This design comes from an exercise in tuning for small area, a short achievable clock period and few clock cycles per item on the open sky130 flow, not from production work.

// mdct_resonator_bank
module mdct_resonator_bank #(
    parameter int DW   = 32,
    parameter int CW   = 16,
    parameter int FRAC = 14,
    parameter int NCH  = 4,
    parameter int SAT  = 1,
    parameter int LW   = 16,
    localparam int CHW = (NCH > 1) ? $clog2(NCH) : 1
) (
    input  logic              clk_in,
    input  logic              rst_sys,
    input  logic              start,
    input  logic              abort,
    input  logic [LW-1:0]     frame_len,
    input  logic [NCH*CW-1:0] coef,
    input  logic [DW-1:0]     init_s1,
    input  logic [DW-1:0]     init_s2,
    input  logic              s_valid,
    output logic              s_ready,
    input  logic [DW-1:0]     s_data,
    output logic              m_valid,
    input  logic              m_ready,
    output logic [DW-1:0]     m_data,
    output logic [CHW-1:0]    m_chan,
    output logic              m_last,
    output logic              busy,
    output logic              done
);
Size: ~4,400 cells after synthesis.
==> module mdct_resonator_bank, before the edit <==
module mdct_resonator_bank #(
    parameter int DW   = 32,
    parameter int CW   = 16,
    parameter int FRAC = 14,
    parameter int NCH  = 4,
    parameter int SAT  = 1,
    parameter int LW   = 16,
    localparam int CHW = (NCH > 1) ? $clog2(NCH) : 1
) (
    input  logic              clk_in,
    input  logic              rst_sys,
    input  logic              start,
    input  logic              abort,
    input  logic [LW-1:0]     frame_len,
    input  logic [NCH*CW-1:0] coef,
    input  logic [DW-1:0]     init_s1,
    input  logic [DW-1:0]     init_s2,
    input  logic              s_valid,
    output logic              s_ready,
    input  logic [DW-1:0]     s_data,
    output logic              m_valid,
    input  logic              m_ready,
    output logic [DW-1:0]     m_data,
    output logic [CHW-1:0]    m_chan,
    output logic              m_last,
    output logic              busy,
    output logic              done
);
    localparam logic [2:0] S_IDLE  = 3'd0;
    localparam logic [2:0] S_P0F   = 3'd1;
    localparam logic [2:0] S_P0    = 3'd2;
    localparam logic [2:0] S_WAIT  = 3'd3;
    localparam logic [2:0] S_P1    = 3'd4;
    localparam logic [2:0] S_FLUSH = 3'd5;
    localparam logic [2:0] S_DRAIN = 3'd6;
    localparam logic [2:0] S_WAITF = 3'd7;
    logic [2:0]  state, state_nx;
    logic [15:0] cnt;
    logic        lastf;
    logic        zlen;
    logic [1:0]  rix, rix_nx;
    logic        take_s, take_m, lastf_nx;
    assign lastf_nx = take_s ? (cnt == 16'd1) : lastf;
    logic        st_idle, st_p0f, st_p0, st_wait, st_p1, st_flush, st_drain, st_waitf;
    assign st_idle  = (state == S_IDLE);
    assign st_p0f   = (state == S_P0F);
    assign st_p0    = (state == S_P0);
    assign st_wait  = (state == S_WAIT);
    assign st_p1    = (state == S_P1);
    assign st_flush = (state == S_FLUSH);
    assign st_drain = (state == S_DRAIN);
    assign st_waitf = (state == S_WAITF);
    assign take_s = s_ready & s_valid & ~abort;
    assign take_m = m_valid & m_ready & ~abort;
    logic        adv, ld_y, nxt_b, idle_q, flush_q, drain_q, xen, ld_r1, hold_r1;
    always_ff @(posedge clk_in or posedge rst_sys) begin
        if (rst_sys) begin
            adv     <= 1'b0;
            ld_y    <= 1'b0;
            nxt_b   <= 1'b0;
            idle_q  <= 1'b1;
            flush_q <= 1'b0;
            drain_q <= 1'b0;
            ld_r1   <= 1'b0;
            hold_r1 <= 1'b0;
        end else begin
            ld_r1   <= (state_nx == S_P0) || (state_nx == S_P1) || (state_nx == S_FLUSH);
            hold_r1 <= !((state_nx == S_P0) || (state_nx == S_P1) || (state_nx == S_FLUSH) || (state_nx == S_IDLE));
            adv     <= (state_nx == S_P0F) || (state_nx == S_P0) || (state_nx == S_P1) || (state_nx == S_FLUSH);
            ld_y    <= (state_nx == S_P0) || (state_nx == S_P1) || (state_nx == S_FLUSH);
            nxt_b   <= (state_nx == S_P0F) || (state_nx == S_P0);
            idle_q  <= (state_nx == S_IDLE);
            flush_q <= (state_nx == S_FLUSH);
            drain_q <= (state_nx == S_DRAIN);
        end
    end
    always_ff @(posedge clk_in)
        xen <= (state_nx == S_WAITF) || (state_nx == S_WAIT) || ((state_nx == S_P1) && !lastf_nx);
    logic signed [31:0] x_reg;
    always_ff @(posedge clk_in) begin
        if (xen)
            x_reg <= s_data;
    end
    logic [31:0] y0, y1, r1_0, r1_1, d1_0, d1_1;
    mrb_lane u_l0 (
        .clk(clk_in), .rst(rst_sys), .idle(idle_q), .adv(adv), .ld_y(ld_y), .ld_r1(ld_r1), .hold_r1(hold_r1), .nxt_b(nxt_b),
        .ca(coef[15:0]), .cb(coef[31:16]), .init_s1(init_s1), .init_s2(init_s2),
        .x(x_reg), .y(y0), .r1(r1_0), .d1(d1_0)
    );
    mrb_lane u_l1 (
        .clk(clk_in), .rst(rst_sys), .idle(idle_q), .adv(adv), .ld_y(ld_y), .ld_r1(ld_r1), .hold_r1(hold_r1), .nxt_b(nxt_b),
        .ca(coef[47:32]), .cb(coef[63:48]), .init_s1(init_s1), .init_s2(init_s2),
        .x(x_reg), .y(y1), .r1(r1_1), .d1(d1_1)
    );
    always_comb begin
        state_nx = state;
        rix_nx   = rix;
        case (state)
            S_IDLE:  if (start) state_nx = (frame_len == 16'd0) ? S_DRAIN : S_WAITF;
            S_WAITF: if (s_valid) state_nx = S_P0F;
            S_P0F,
            S_P0:    state_nx = S_P1;
            S_WAIT:  if (s_valid) state_nx = S_P0;
            S_P1:    state_nx = lastf ? S_FLUSH : (s_valid ? S_P0 : S_WAIT);
            S_FLUSH: state_nx = S_DRAIN;
            S_DRAIN: if (m_ready && rix == 2'd3) state_nx = S_IDLE;
            default: state_nx = S_IDLE;
        endcase
        if (st_idle || st_p1)
            rix_nx = 2'd0;
        else if (m_ready && (st_flush || st_drain))
            rix_nx = rix + 2'd1;
        if (abort)
            state_nx = S_IDLE;
    end
    always_ff @(posedge clk_in or posedge rst_sys) begin
        if (rst_sys) begin
            state   <= S_IDLE;
            s_ready <= 1'b0;
            m_valid <= 1'b0;
            busy    <= 1'b0;
            done    <= 1'b0;
        end else begin
            state   <= state_nx;
            s_ready <= (state_nx == S_WAITF) || (state_nx == S_WAIT) || ((state_nx == S_P1) && !lastf_nx);
            m_valid <= (state_nx == S_FLUSH) || (state_nx == S_DRAIN);
            busy    <= (state_nx != S_IDLE);
            done    <= st_drain && take_m && (rix == 2'd3);
        end
    end
    always_ff @(posedge clk_in) begin
        rix    <= rix_nx;
        m_chan <= rix_nx;
        m_last <= (rix_nx == 2'd3);
        lastf <= lastf_nx;
        if (idle_q) begin
            cnt  <= frame_len;
            zlen <= (frame_len == 16'd0);
        end else if (take_s) begin
            cnt  <= cnt - 16'd1;
        end
    end
    logic [31:0] src0, src1, src2, src3, md_a, md_b, md_ao, md_bo;
    assign src0 = zlen ? r1_0 : d1_0;
    assign src1 = r1_0;
    assign src2 = zlen ? r1_1 : d1_1;
    assign src3 = r1_1;
    always_comb begin
        case (rix)
            2'd0:    begin md_bo = src0; md_ao = src1; end
            2'd1:    begin md_bo = src1; md_ao = src2; end
            2'd2:    begin md_bo = src2; md_ao = src3; end
            default: begin md_bo = src3; md_ao = src3; end
        endcase
        if (idle_q) begin
            md_ao = init_s1;
            md_bo = init_s1;
        end else if (flush_q)
            md_bo = r1_0;
    end
    assign md_a = (idle_q | drain_q) ? md_ao : y0;
    assign md_b = (idle_q | drain_q | flush_q) ? md_bo : y0;
    always_ff @(posedge clk_in)
        m_data <= m_ready ? md_a : md_b;
endmodule
clock: 13.0 ns
lec_check: 0
cap_margin: 20
core_margin: 2
core_utilization: 70
cts_buf_list: sky130_fd_sc_hd__clkbuf_8 sky130_fd_sc_hd__clkbuf_16
cts_cluster_diameter: 80
cts_cluster_size: 20
slew_margin: 20
standard.sh (not shown) runs the stock make flow with config.mk's settings and CLKGATE_MAP_FILE= SYNTH_SCRIPT=/design/flow/synth_recipe.tcl, a recipe that flattens the netlist after the stock synthesis.
==> flow/flow/run.sh <==
#!/bin/bash
# Own layout flow: the standard flow (standard.sh) with two changes.
# 1. After the standard synthesis (unchanged), fapol.py removes the inverters
#    that adder extraction left between full-adder cells, by choosing which
#    full adders compute on complemented signals (a full adder is self-dual).
#    Registers and ports are untouched; the logic function is the same.
# 2. repair_timing is asked for a larger setup margin, so that the layout is
#    timed tighter than the 13 ns constraint demands, and the ports get plain
#    buffers. The SDC is not changed.
set -euo pipefail
source flow/params.sh
R=$PWD/orfs/results/sky130hd/mdct_resonator_bank/base
bash standard.sh synth > synth.log 2>&1
cp $R/1_2_yosys.v $R/1_2_yosys.std.v
python3 flow/fapol.py $R/1_2_yosys.std.v $R/1_2_yosys.fapol.v > fapol.log 2>&1
cp $R/1_2_yosys.fapol.v $R/1_2_yosys.v
rm -f $R/1_synth.odb $R/1_synth.sdc
bash standard.sh SETUP_SLACK_MARGIN=$MARGIN "BUFFER_PORTS_ARGS=-buffer_cell $PORTBUF" finish > standard.log 2>&1
Other scripts of this flow, unchanged in this note and not shown: flow/flow/fapol.py, flow/flow/params.sh
Then changed:
--- a/flow/design.v
+++ b/flow/design.v
@@ -139,30 +139,26 @@
         end else if (take_s) begin
             cnt  <= cnt - 16'd1;
         end
     end
-    logic [31:0] src0, src1, src2, src3, md_a, md_b, md_ao, md_bo;
-    assign src0 = zlen ? r1_0 : d1_0;
-    assign src1 = r1_0;
-    assign src2 = zlen ? r1_1 : d1_1;
-    assign src3 = r1_1;
+    logic [31:0] md_other;
+    logic        md_y0;
     always_comb begin
-        case (rix)
-            2'd0:    begin md_bo = src0; md_ao = src1; end
-            2'd1:    begin md_bo = src1; md_ao = src2; end
-            2'd2:    begin md_bo = src2; md_ao = src3; end
-            default: begin md_bo = src3; md_ao = src3; end
-        endcase
-        if (idle_q) begin
-            md_ao = init_s1;
-            md_bo = init_s1;
-        end else if (flush_q)
-            md_bo = r1_0;
+        if (idle_q)
+            md_other = init_s1;
+        else if (drain_q) begin
+            case (rix_nx)
+                2'd0:    md_other = zlen ? r1_0 : d1_0;
+                2'd1:    md_other = r1_0;
+                2'd2:    md_other = zlen ? r1_1 : d1_1;
+                default: md_other = r1_1;
+            endcase
+        end else
+            md_other = r1_0;
     end
-    assign md_a = (idle_q | drain_q) ? md_ao : y0;
-    assign md_b = (idle_q | drain_q | flush_q) ? md_bo : y0;
+    assign md_y0 = ~idle_q & ~drain_q & ~(flush_q & ~m_ready);
     always_ff @(posedge clk_in)
-        m_data <= m_ready ? md_a : md_b;
+        m_data <= md_y0 ? y0 : md_other;
 endmodule
 module mrb_lane (
     input  logic        clk,
     input  logic        rst,
Hold slack improves by 0.012 ns.
Wire length climbs by 0.99%.
First-iteration DRC count climbs by 2.6%.
Worst setup slack degrades by 0.13 ns.
Final cell count drops by 5.1%.
Function was not checked in any run of this note: the RTL went through the layout flow alone.

[re-timing with driven ports]
No port has a modelled driver above. Below, the same layouts with a new extraction and two added sets of constraints.
Step 1 assumes that a clkbuf_16 drives the clock port and a buf_2 every other input.
Step 2 moves the port delays by t, midway between the first and last clock arrival at a register: inputs arrive t later, outputs are due t later. That takes back most of the time a late clock gives input paths.
a / b / c = no drivers / after step 1 / after step 2; a / b = the first two.
run	shift t [ns]	setup WS [ns]	latest minus earliest clock arrival (ns)	worst data-port slew with drivers (ns)
the first run	0.662	9.130 / 9.059 / 8.651	0.024 / 0.024	0.16
the second run	0.655	9.004 / 8.985 / 8.359	0.029 / 0.030	0.11
After both steps every run listed still meets setup and hold. The setup slack of the second run, which loses most, moves by -0.019 ns with the drivers and by -0.645 ns with both steps.
